Background: an optimization exercise with open tools, aiming at small area, a short achievable clock period and few clock cycles per item. Do not read the settings as production practice. The RTL was checked by simulation tests, not by an equivalence proof against the original design. Power and IR drop assume default switching activity.

## design/flow/run.sh

```bash
#!/bin/bash
# synth_recipe.tcl (not shown) runs the flow's synth.tcl, then flattens the netlist and writes it again
# the make line also repeats each setting of config.mk as NAME=value (left out here)
make -C /OpenROAD-flow-scripts/flow DESIGN_CONFIG=/design/flow/config.mk WORK_HOME=/design/flow/orfs CLKGATE_MAP_FILE= SYNTH_SCRIPT=/design/flow/synth_recipe.tcl finish
```

## design/flow/config.mk

```make
export PLATFORM = sky130hd
export DESIGN_NAME = layer_ctrl_top
export DESIGN_NICKNAME = layer_ctrl_top
export VERILOG_FILES = /design/flow/design.v
export SDC_FILE = /design/flow/constraint.sdc
export NUM_CORES = 4
export LEC_CHECK = 0
export CAP_MARGIN = 20
export CORE_MARGIN = 2
export CORE_UTILIZATION = 40
export SLEW_MARGIN = 20
```

## design/flow/constraint.sdc

```tcl
create_clock -name core_clock -period 5.0 [get_ports {clk}]
set_input_delay 1.0000 -clock core_clock [delete_from_list [all_inputs] [get_ports {clk}]]
set_output_delay 1.0000 -clock core_clock [all_outputs]
set_load 0.01 [all_outputs]
```

## design/flow/design.v

```verilog
package lc_pkg;
	localparam int LC_ADDR_W = 8;
	localparam int LC_DATA_W = 32;
	localparam int LC_RF_DATA_W = 24;
	localparam int LC_RF_DEPTH = 16;
	localparam int LC_RF_ADDR_W = 4;
	localparam int LC_MEM_DEPTH = 64;
	localparam int LC_MEM_ADDR_W = 6;
	localparam int LC_CNT_W = 8;
	localparam int LC_FUNC_W = 4;
	localparam logic [LC_FUNC_W-1:0] FUNC_RF_WR = 4'd0;
	localparam logic [LC_FUNC_W-1:0] FUNC_RF_RD = 4'd1;
	localparam logic [LC_FUNC_W-1:0] FUNC_MEM_WR = 4'd2;
	localparam logic [LC_FUNC_W-1:0] FUNC_MEM_RD = 4'd3;
	localparam logic IO_HOLD = 1'b1;
	typedef enum logic [3:0] {
		ST_IDLE,
		ST_DECODE,
		ST_RF_WR,
		ST_MEM_WR,
		ST_ACK,
		ST_RD_FETCH,
		ST_RD_DATA,
		ST_TX,
		ST_TX_DONE
	} lc_state_e;
	typedef union packed {
		struct packed {
			logic [LC_ADDR_W-1:0] addr;
			logic [LC_RF_DATA_W-1:0] data;
		} rf_wr;
		struct packed {
			logic [LC_ADDR_W-1:0] start;
			logic [LC_CNT_W-1:0] count;
			logic [LC_ADDR_W-1:0] reply_addr;
			logic [7:0] pad;
		} rd_req;
	} lc_rx_word_u;
endpackage
`timescale 1ns/10ps
import lc_pkg::*;
module lc_word_counter
(
	input  logic                 clk,
	input  logic                 arst_n,
	input  logic                 cnt_load,
	input  logic [LC_ADDR_W-1:0] cnt_start,
	input  logic [LC_CNT_W-1:0]  cnt_len,
	input  logic                 cnt_step,
	output logic [LC_ADDR_W-1:0] cnt_addr,
	output logic                 cnt_last
);
	logic [LC_CNT_W-1:0] remain;
	always_ff @(posedge clk or negedge arst_n)
	begin
		if (!arst_n)
		begin
			cnt_addr <= '0;
			remain <= '0;
		end
		else if (cnt_load)
		begin
			cnt_addr <= cnt_start;
			remain <= cnt_len;
		end
		else if (cnt_step)
		begin
			cnt_addr <= cnt_addr + 1'b1;
			if (remain != '0)
				remain <= remain - 1'b1;
		end
	end
	assign cnt_last = (remain == LC_CNT_W'(1));
endmodule
`timescale 1ns/10ps
import lc_pkg::*;
module lc_regfile
(
	input  logic                    clk,
	input  logic                    arst_n,
	input  logic                    rf_load,
	input  logic [LC_ADDR_W-1:0]    rf_addr,
	input  logic [LC_RF_DATA_W-1:0] rf_wdata,
	output logic [LC_RF_DATA_W-1:0] rf_rdata
);
	logic [LC_RF_DATA_W-1:0] regs [LC_RF_DEPTH];
	logic [LC_RF_ADDR_W-1:0] idx;
	assign idx = rf_addr[LC_RF_ADDR_W-1:0];
	always_ff @(posedge clk or negedge arst_n)
	begin
		if (!arst_n)
		begin
			for (int i = 0; i < LC_RF_DEPTH; i++)
				regs[i] <= '0;
		end
		else if (rf_load)
		begin
			regs[idx] <= rf_wdata;
		end
	end
	assign rf_rdata = regs[idx];
endmodule
`timescale 1ns/10ps
import lc_pkg::*;
module lc_mem
(
	input  logic                     clk,
	input  logic                     mem_req,
	input  logic                     mem_write,
	input  logic [LC_MEM_ADDR_W-1:0] mem_addr,
	input  logic [LC_DATA_W-1:0]     mem_wdata,
	output logic [LC_DATA_W-1:0]     mem_rdata
);
	logic [LC_DATA_W-1:0] mem [LC_MEM_DEPTH];
	always_ff @(posedge clk)
	begin
		if (mem_req)
		begin
			if (mem_write)
				mem[mem_addr] <= mem_wdata;
			else
				mem_rdata <= mem[mem_addr];
		end
	end
endmodule
`timescale 1ns/10ps
import lc_pkg::*;
module lc_isolation
(
	input  logic                     lc_isolation,
	input  logic                     rx_ack_lc,
	input  logic [LC_ADDR_W-1:0]     tx_addr_lc,
	input  logic [LC_DATA_W-1:0]     tx_data_lc,
	input  logic                     tx_req_lc,
	input  logic                     tx_pend_lc,
	input  logic                     rf_load_lc,
	input  logic [LC_ADDR_W-1:0]     rf_addr_lc,
	input  logic [LC_RF_DATA_W-1:0]  rf_wdata_lc,
	input  logic                     mem_req_lc,
	input  logic                     mem_write_lc,
	input  logic [LC_MEM_ADDR_W-1:0] mem_addr_lc,
	input  logic [LC_DATA_W-1:0]     mem_wdata_lc,
	output logic                     rx_ack,
	output logic [LC_ADDR_W-1:0]     tx_addr,
	output logic [LC_DATA_W-1:0]     tx_data,
	output logic                     tx_req,
	output logic                     tx_pend,
	output logic                     rf_load,
	output logic [LC_ADDR_W-1:0]     rf_addr,
	output logic [LC_RF_DATA_W-1:0]  rf_wdata,
	output logic                     mem_req,
	output logic                     mem_write,
	output logic [LC_MEM_ADDR_W-1:0] mem_addr,
	output logic [LC_DATA_W-1:0]     mem_wdata
);
	logic hold;
	assign hold = (lc_isolation == IO_HOLD);
	always_comb
	begin
		if (hold)
		begin
			rx_ack = 1'b0;
			tx_addr = '0;
			tx_data = '0;
			tx_req = 1'b0;
			tx_pend = 1'b0;
		end
		else
		begin
			rx_ack = rx_ack_lc;
			tx_addr = tx_addr_lc;
			tx_data = tx_data_lc;
			tx_req = tx_req_lc;
			tx_pend = tx_pend_lc;
		end
	end
	always_comb
	begin
		if (hold)
		begin
			rf_load = 1'b0;
			rf_addr = '0;
			rf_wdata = '0;
		end
		else
		begin
			rf_load = rf_load_lc;
			rf_addr = rf_addr_lc;
			rf_wdata = rf_wdata_lc;
		end
	end
	always_comb
	begin
		if (hold)
		begin
			mem_req = 1'b0;
			mem_write = 1'b0;
			mem_addr = '0;
			mem_wdata = '0;
		end
		else
		begin
			mem_req = mem_req_lc;
			mem_write = mem_write_lc;
			mem_addr = mem_addr_lc;
			mem_wdata = mem_wdata_lc;
		end
	end
endmodule
`timescale 1ns/10ps
import lc_pkg::*;
module lc_fsm
(
	input  logic                     clk,
	input  logic                     arst_n,
	input  logic [LC_ADDR_W-1:0]     rx_addr,
	input  logic [LC_DATA_W-1:0]     rx_data,
	input  logic                     rx_req,
	input  logic                     rx_pend,
	input  logic                     tx_ack,
	input  logic [LC_RF_DATA_W-1:0]  rf_rdata,
	input  logic [LC_DATA_W-1:0]     mem_rdata,
	input  logic [LC_ADDR_W-1:0]     cnt_addr,
	input  logic                     cnt_last,
	output logic                     rx_ack_lc,
	output logic [LC_ADDR_W-1:0]     tx_addr_lc,
	output logic [LC_DATA_W-1:0]     tx_data_lc,
	output logic                     tx_req_lc,
	output logic                     tx_pend_lc,
	output logic                     rf_load_lc,
	output logic [LC_ADDR_W-1:0]     rf_addr_lc,
	output logic [LC_RF_DATA_W-1:0]  rf_wdata_lc,
	output logic                     mem_req_lc,
	output logic                     mem_write_lc,
	output logic [LC_MEM_ADDR_W-1:0] mem_addr_lc,
	output logic [LC_DATA_W-1:0]     mem_wdata_lc,
	output logic                     cnt_load,
	output logic [LC_ADDR_W-1:0]     cnt_start,
	output logic [LC_CNT_W-1:0]      cnt_len,
	output logic                     cnt_step
);
	lc_pkg::lc_state_e state;
	lc_pkg::lc_state_e state_nxt;
	lc_pkg::lc_rx_word_u rx_word_q;
	logic [LC_FUNC_W-1:0] func_q;
	logic rx_pend_q;
	logic in_msg;
	logic rd_pend;
	logic rd_mem;
	logic [LC_ADDR_W-1:0] tx_addr_q;
	logic [LC_DATA_W-1:0] tx_data_q;
	logic tx_pend_q;
	logic is_read;
	assign is_read = (func_q == FUNC_RF_RD) || (func_q == FUNC_MEM_RD);
	always_comb
	begin
		state_nxt = state;
		case (state)
			ST_IDLE:
				if (rx_req)
					state_nxt = ST_DECODE;
			ST_DECODE:
				if (func_q == FUNC_RF_WR)
					state_nxt = ST_RF_WR;
				else if (func_q == FUNC_MEM_WR && in_msg)
					state_nxt = ST_MEM_WR;
				else
					state_nxt = ST_ACK;
			ST_RF_WR, ST_MEM_WR:
				state_nxt = ST_ACK;
			ST_ACK:
				if (!rx_req)
					state_nxt = rd_pend ? ST_RD_FETCH : ST_IDLE;
			ST_RD_FETCH:
				state_nxt = ST_RD_DATA;
			ST_RD_DATA:
				state_nxt = ST_TX;
			ST_TX:
				if (tx_ack)
					state_nxt = ST_TX_DONE;
			ST_TX_DONE:
				if (!tx_ack)
					state_nxt = tx_pend_q ? ST_RD_FETCH : ST_IDLE;
			default:
				state_nxt = ST_IDLE;
		endcase
	end
	always_ff @(posedge clk or negedge arst_n)
	begin
		if (!arst_n)
		begin
			state <= ST_IDLE;
			in_msg <= 1'b0;
			rd_pend <= 1'b0;
			rd_mem <= 1'b0;
			tx_pend_q <= 1'b0;
		end
		else
		begin
			state <= state_nxt;
			if (state == ST_DECODE)
			begin
				rd_pend <= is_read && (rx_word_q.rd_req.count != '0);
				rd_mem <= (func_q == FUNC_MEM_RD);
			end
			if (state == ST_ACK && !rx_req)
			begin
				in_msg <= rx_pend_q;
				rd_pend <= 1'b0;
			end
			if (state == ST_RD_DATA)
				tx_pend_q <= !cnt_last;
		end
	end
	always_ff @(posedge clk)
	begin
		if (state == ST_IDLE && rx_req)
		begin
			rx_word_q <= rx_data;
			func_q <= rx_addr[LC_FUNC_W-1:0];
			rx_pend_q <= rx_pend;
		end
		if (state == ST_DECODE && is_read)
			tx_addr_q <= rx_word_q.rd_req.reply_addr;
		if (state == ST_RD_DATA)
			tx_data_q <= rd_mem ? mem_rdata : {cnt_addr, rf_rdata};
	end
	assign cnt_load = (state == ST_DECODE) &&
		(is_read || (func_q == FUNC_MEM_WR && !in_msg));
	assign cnt_start = (func_q == FUNC_MEM_WR) ? rx_word_q[LC_ADDR_W-1:0] :
		rx_word_q.rd_req.start;
	assign cnt_len = is_read ? rx_word_q.rd_req.count : '0;
	assign cnt_step = (state == ST_MEM_WR) || (state == ST_TX && tx_ack);
	assign rx_ack_lc = (state == ST_ACK);
	assign tx_req_lc = (state == ST_TX);
	assign tx_addr_lc = tx_addr_q;
	assign tx_data_lc = tx_data_q;
	assign tx_pend_lc = tx_pend_q;
	assign rf_load_lc = (state == ST_RF_WR);
	assign rf_addr_lc = (state == ST_RF_WR) ? rx_word_q.rf_wr.addr : cnt_addr;
	assign rf_wdata_lc = rx_word_q.rf_wr.data;
	assign mem_req_lc = (state == ST_MEM_WR) || (state == ST_RD_FETCH && rd_mem);
	assign mem_write_lc = (state == ST_MEM_WR);
	assign mem_addr_lc = cnt_addr[LC_MEM_ADDR_W-1:0];
	assign mem_wdata_lc = rx_word_q;
endmodule
`timescale 1ns/10ps
import lc_pkg::*;
module layer_ctrl_top
(
	input  logic                 clk,
	input  logic                 arst_n,
	input  logic                 lc_isolation,
	input  logic [LC_ADDR_W-1:0] rx_addr,
	input  logic [LC_DATA_W-1:0] rx_data,
	input  logic                 rx_req,
	input  logic                 rx_pend,
	output logic                 rx_ack,
	output logic [LC_ADDR_W-1:0] tx_addr,
	output logic [LC_DATA_W-1:0] tx_data,
	output logic                 tx_req,
	output logic                 tx_pend,
	input  logic                 tx_ack
);
	logic rx_ack_lc;
	logic [LC_ADDR_W-1:0] tx_addr_lc;
	logic [LC_DATA_W-1:0] tx_data_lc;
	logic tx_req_lc;
	logic tx_pend_lc;
	logic rf_load_lc;
	logic [LC_ADDR_W-1:0] rf_addr_lc;
	logic [LC_RF_DATA_W-1:0] rf_wdata_lc;
	logic mem_req_lc;
	logic mem_write_lc;
	logic [LC_MEM_ADDR_W-1:0] mem_addr_lc;
	logic [LC_DATA_W-1:0] mem_wdata_lc;
	logic rf_load;
	logic [LC_ADDR_W-1:0] rf_addr;
	logic [LC_RF_DATA_W-1:0] rf_wdata;
	logic [LC_RF_DATA_W-1:0] rf_rdata;
	logic mem_req;
	logic mem_write;
	logic [LC_MEM_ADDR_W-1:0] mem_addr;
	logic [LC_DATA_W-1:0] mem_wdata;
	logic [LC_DATA_W-1:0] mem_rdata;
	logic cnt_load;
	logic [LC_ADDR_W-1:0] cnt_start;
	logic [LC_CNT_W-1:0] cnt_len;
	logic cnt_step;
	logic [LC_ADDR_W-1:0] cnt_addr;
	logic cnt_last;
	lc_fsm u_fsm (
		.clk          (clk),
		.arst_n       (arst_n),
		.rx_addr      (rx_addr),
		.rx_data      (rx_data),
		.rx_req       (rx_req),
		.rx_pend      (rx_pend),
		.tx_ack       (tx_ack),
		.rf_rdata     (rf_rdata),
		.mem_rdata    (mem_rdata),
		.cnt_addr     (cnt_addr),
		.cnt_last     (cnt_last),
		.rx_ack_lc    (rx_ack_lc),
		.tx_addr_lc   (tx_addr_lc),
		.tx_data_lc   (tx_data_lc),
		.tx_req_lc    (tx_req_lc),
		.tx_pend_lc   (tx_pend_lc),
		.rf_load_lc   (rf_load_lc),
		.rf_addr_lc   (rf_addr_lc),
		.rf_wdata_lc  (rf_wdata_lc),
		.mem_req_lc   (mem_req_lc),
		.mem_write_lc (mem_write_lc),
		.mem_addr_lc  (mem_addr_lc),
		.mem_wdata_lc (mem_wdata_lc),
		.cnt_load     (cnt_load),
		.cnt_start    (cnt_start),
		.cnt_len      (cnt_len),
		.cnt_step     (cnt_step)
	);
	lc_word_counter u_counter (
		.clk       (clk),
		.arst_n    (arst_n),
		.cnt_load  (cnt_load),
		.cnt_start (cnt_start),
		.cnt_len   (cnt_len),
		.cnt_step  (cnt_step),
		.cnt_addr  (cnt_addr),
		.cnt_last  (cnt_last)
	);
	lc_isolation u_isolation (
		.lc_isolation (lc_isolation),
		.rx_ack_lc    (rx_ack_lc),
		.tx_addr_lc   (tx_addr_lc),
		.tx_data_lc   (tx_data_lc),
		.tx_req_lc    (tx_req_lc),
		.tx_pend_lc   (tx_pend_lc),
		.rf_load_lc   (rf_load_lc),
		.rf_addr_lc   (rf_addr_lc),
		.rf_wdata_lc  (rf_wdata_lc),
		.mem_req_lc   (mem_req_lc),
		.mem_write_lc (mem_write_lc),
		.mem_addr_lc  (mem_addr_lc),
		.mem_wdata_lc (mem_wdata_lc),
		.rx_ack       (rx_ack),
		.tx_addr      (tx_addr),
		.tx_data      (tx_data),
		.tx_req       (tx_req),
		.tx_pend      (tx_pend),
		.rf_load      (rf_load),
		.rf_addr      (rf_addr),
		.rf_wdata     (rf_wdata),
		.mem_req      (mem_req),
		.mem_write    (mem_write),
		.mem_addr     (mem_addr),
		.mem_wdata    (mem_wdata)
	);
	lc_regfile u_regfile (
		.clk      (clk),
		.arst_n   (arst_n),
		.rf_load  (rf_load),
		.rf_addr  (rf_addr),
		.rf_wdata (rf_wdata),
		.rf_rdata (rf_rdata)
	);
	lc_mem u_mem (
		.clk       (clk),
		.mem_req   (mem_req),
		.mem_write (mem_write),
		.mem_addr  (mem_addr),
		.mem_wdata (mem_wdata),
		.mem_rdata (mem_rdata)
	);
endmodule
```

==> notes.md <==
worst max-delay path: stages (launching register included):
cell and delay (ps):
sky130_fd_sc_hd__dfrtp_2 1040, sky130_fd_sc_hd__and4b_4 1070, sky130_fd_sc_hd__buf_4 350, sky130_fd_sc_hd__a222oi_1 140, sky130_fd_sc_hd__nand3_1 120, sky130_fd_sc_hd__nand3_1 260, sky130_fd_sc_hd__o21ai_0 750
through the flow:
step / hold WS, ps / instance area [um^2]
floorplan: 426.0 / 99760
global placement: 462.6 / 107400
detailed placement: 452.2 / 107500
CTS: 160.0 / 115900
global route: 197.4 / 116000
finish: 163.1 / 116000
kinds of logic (layout without fill, tap and decap cells):
| family | after synthesis | in the layout |
|---|---|---|
| compound gates | 1389 | 1389 |
| xor+xnor | 7 | 7 |
| fa+ha+maj | 3 | 3 |
| buf+inv | 455 | 946 |
| flops | 2565 | 2565 |
| mux | 610 | 610 |
| other cells | 0 | 5 |
| simple gates | 1178 | 1178 |
sequential cells by signal (all words and copies together), names as in the netlist:
register            flops
u_fsm.tx_data_q        32
u_fsm.in_msg            1
u_regfile.regs        384
u_fsm.rd_mem            1
u_fsm.tx_pend_q         1
u_fsm.tx_addr_q         8
u_fsm.rx_pend_q         1
u_fsm.rd_pend           1
u_mem.mem_rdata        32
u_mem.mem            2048
u_fsm.func_q            4
u_fsm.state             4
u_counter.remain        8
u_fsm.rx_word_q        32
u_counter.cnt_addr      8
where the power goes:
| part | total (mW) | internal (mW) | switching (mW) | leakage, nW |
|---|---|---|---|---|
| Sequential | 25.6 | 24.7 | 0.955 | 25.2 |
| Clock | 19.3 | 11.2 | 8.07 | 4.12 |
| Combinational | 13.3 | 4.47 | 8.86 | 11.1 |
| Total | 58.2 | 40.4 | 17.9 | 40.4 |
synthesized netlist by cell type, drive strengths merged, types with 94 or more instances:
cell,number,area share
nor2,259,0.0098
nand2,469,0.018
a21oi,270,0.014
clkbuf,202,0.0076
a222oi,182,0.018
a221oi,134,0.012
o21ai,158,0.0079
mux2,352,0.040
nand3,119,0.0060
a22oi,192,0.014
buf,245,0.013
edfxtp,2157,0.65
dfrtp,408,0.10
nor2b,94,0.0059
mux2i,246,0.025
layer usage:
metal / up-vias / global-route usage / wire (um)
met2: 3471 / 0.3796 / 143600
met1: 31850 / 0.3322 / 123500
met4: 10 / 0.07330 / 9821
li1: 25360 / - / -
met5: - / 0 / 70
met3: 582 / 0.04464 / 31640
layout make-up:
type,count,area share
Sequential cell,2565,0.6462
Multi-Input combinational cell,3187,0.2032
Clock buffer,376,0.06579
Timing Repair Buffer,464,0.04200
Tap cell,3330,0.03590
Clock inverter,98,0.006523
Inverter,8,0.0002588
Antenna cell,5,0.0001078
worst paths after layout:
| check | startpoint | end | slack (ps) | cells after the start |
|---|---|---|---|---|
| min in group core_clock | u_regfile.regs[5][10] | u_regfile.regs[5][10] | 480 | 2 |
| worst max register to register | u_counter.cnt_addr[2] | u_mem.mem_rdata[11] | 870 | 6 |
| worst min-delay path | arst_n | u_regfile.regs[9][6] | 160 | 1 |
| worst min register to register | u_regfile.regs[5][10] | u_regfile.regs[5][10] | 480 | 2 |
| max in group asynchronous | arst_n | u_counter.cnt_addr[1] | 3660 | 2 |
| worst max-delay path | u_counter.cnt_addr[2] | u_mem.mem_rdata[11] | 870 | 6 |
placed cells by master (no fill, tap or decap), types with 134 or more instances in the layout:
cell,synthesis,layout
sky130_fd_sc_hd__dfrtp_1,408,405
sky130_fd_sc_hd__o21ai_0,158,158
sky130_fd_sc_hd__a221oi_1,134,134
sky130_fd_sc_hd__a222oi_1,182,182
sky130_fd_sc_hd__a21oi_1,269,269
sky130_fd_sc_hd__mux2_2,332,332
sky130_fd_sc_hd__nand2_1,469,468
sky130_fd_sc_hd__a22oi_1,192,192
sky130_fd_sc_hd__nor2_1,258,199
sky130_fd_sc_hd__edfxtp_1,2157,2157
sky130_fd_sc_hd__mux2i_1,244,243
sky130_fd_sc_hd__clkbuf_16,0,286
sky130_fd_sc_hd__buf_4,33,287
==> metrics.log <==
[metrics] run status: complete, no violations
[metrics] crit share post-route: 0.8255
[metrics] Synth Net Count: between 6000 and 7000
[metrics] gr usage total: 0.2384
[metrics] RSZ-0062 raised after global routing: no
[metrics] I/O Pins: 89
[metrics] clk latency of the worst-skew pair: 940 ps
[metrics] count of clock tree sinks: 2565
[metrics] nets@finish: between 6000 and 7000
[metrics] Die H: approximately 500 um
[metrics] largest net degree at the start of global routing: ~110
[metrics] Cell variety after synth: 90
[metrics] clock transition at the registers of the reported paths: approximately 60 ps
[metrics] CTS buffer count: 280
[metrics] compound-cell area share of the yosys netlist: 0.1028
[metrics] synthesis-stage register bit count: approximately 2600
[metrics] maximum level of the CTS H-tree: 5
[metrics] number of global-route vias before repair: just under 60000
[metrics] actual transition at the worst max-transition pin: roughly 1200 ps
[metrics] Final Power: 58.24 mW
[metrics] Setup Total Neg Slack: 0 ps
[metrics] Seq/Total Area, Yosys: 0.7516
[metrics] min cycle time layout: 4127 ps
[metrics] share of final-layout standard cells stronger than drive strength 1: 0.1878
[metrics] reported max-cap violation count: 0
[metrics] clock tree root buffer cell: sky130_fd_sc_hd__clkbuf_16
[metrics] Worst Slack Setup Final: 872.6 ps
[metrics] vias per inst: between 6 and 7
[metrics] class of the most critical setup path: flop to flop
[metrics] Leakage Power: about 40 nW
[metrics] Worst setup EP type: flop
[metrics] grt ovf: 0
[metrics] adder-cell share of the synthesized area: 0.0003762
[metrics] number of hold-repair buffers added at the cts stage: 0
[metrics] placeable core area: between 0.2 and 0.25 mm^2
[metrics] Max Transition Viols Final: 0
[metrics] DRC marker count from the first detailed-route iteration: just under 9000
[metrics] Hold Path Class: primary input to asynchronous set/reset pin
[metrics] RePlAce Congestion: approximately 0.85
[metrics] main combinational cell family by area after synthesis: compound AO/OA/AOI/OAI gates
[metrics] starting density of the core: 0.4016
[metrics] fraction of the core area covered by cells at the end of the flow: 0.4671
[metrics] fraction of synthesized cell area in xor and xnor cells: 0.0006145
[metrics] clk_skew: between 70 and 80 ps
[metrics] number of rows in the core area: 183
[metrics] average instance area after synthesis: approximately 16 um^2
[metrics] remaining design rule violation count: 0
[metrics] Post-synth EDFFs: between 2000 and 2500
[metrics] fraction of the mapped netlist area in simple logic gates: 0.05644
[metrics] cell count after placement: 9546
[metrics] area occupied by multi-input gates: 0.02358 mm^2
[metrics] clock tree from TritonCTS: yes
[metrics] maximum clock path buffer count: 4
[metrics] wire length of the first global-routing pass: around 440000 um
[metrics] initial antenna violation count: 13
[metrics] PortBufs: 84
[metrics] share of synthesized area spent on multiplexers: 0.06729
[metrics] Setup-failing EPs final: 0
[metrics] fraction of registers with async set or reset after synthesis: 0.1591
[metrics] Die Outline Area: roughly 0.25 mm^2
[metrics] chip width: 503.4 um
[metrics] postcts setup bufs: 0
[metrics] final hold vios: 0
[metrics] routed length per instance: just over 30 um
[metrics] top_reg_cell synth: sky130_fd_sc_hd__edfxtp_1
[metrics] quantity of gates resized following cts: 0
[metrics] top achievable clock speed: between 200 and 250 MHz
[metrics] YS warnings: 6
[metrics] number of nets still failing antenna checks after routing: 0
[metrics] maximum VDD drop: around 0.34 mV
[metrics] critical path launch point type: flop
[metrics] CP arrival: between 4000 and 5000 ps
[metrics] post-place setup slack: about 620 ps
[metrics] Pwr Density: around 500 mW/mm^2
[metrics] Critical Path Fanout Max: 27
[metrics] number of filler instances in the final layout: between 20000 and 25000
[metrics] final std cells w/o fill: roughly 10000
[metrics] vias post-DR: approximately 60000
[metrics] final WL: around 310000 um
[metrics] combined flip-flop and latch cell area: approximately 0.075 mm^2
[metrics] normalized max-slew margin: 0.2076
[metrics] number of cells produced by synthesis: roughly 6200
[metrics] area grow syn2layout: 16.32%
[metrics] First-pass DRT Iterations: 11
[metrics] required arrival time at the worst endpoint: ~5600 ps
[metrics] detailed-placement wirelength estimate: approximately 180000 um
[metrics] Cell Area, Synth: 0.09976 mm^2
Testbench counts, summed over its fixed seeds: cycles 23,328, words 5,951.

==> re-timing with driven ports <==
How much do the figures lean on ideal ports? The routed layout below was timed once more, with nothing changed but the port constraints.
Step 1 assumes that a clkbuf_16 drives the clock port and a buf_2 every other input.
Step 2 adds t to the input delays and takes it off the output delays; t is the mean of the earliest and latest rising clock arrival at the registers after step 1. Input paths then give back, and output paths get back, about the clock's delay inside the block.
a / b / c = ideal ports / drivers / drivers and shift; a / b = the first two.
shift t [ns]: 0.990
slack for setup (ns): 0.873 / 0.873 / 0.495
latest minus earliest clock arrival (ns): 0.080 / 0.081
After both steps setup and hold are still met in this run. The setup slack of this run moves by 0.000 ns with the drivers and by -0.378 ns with both steps.
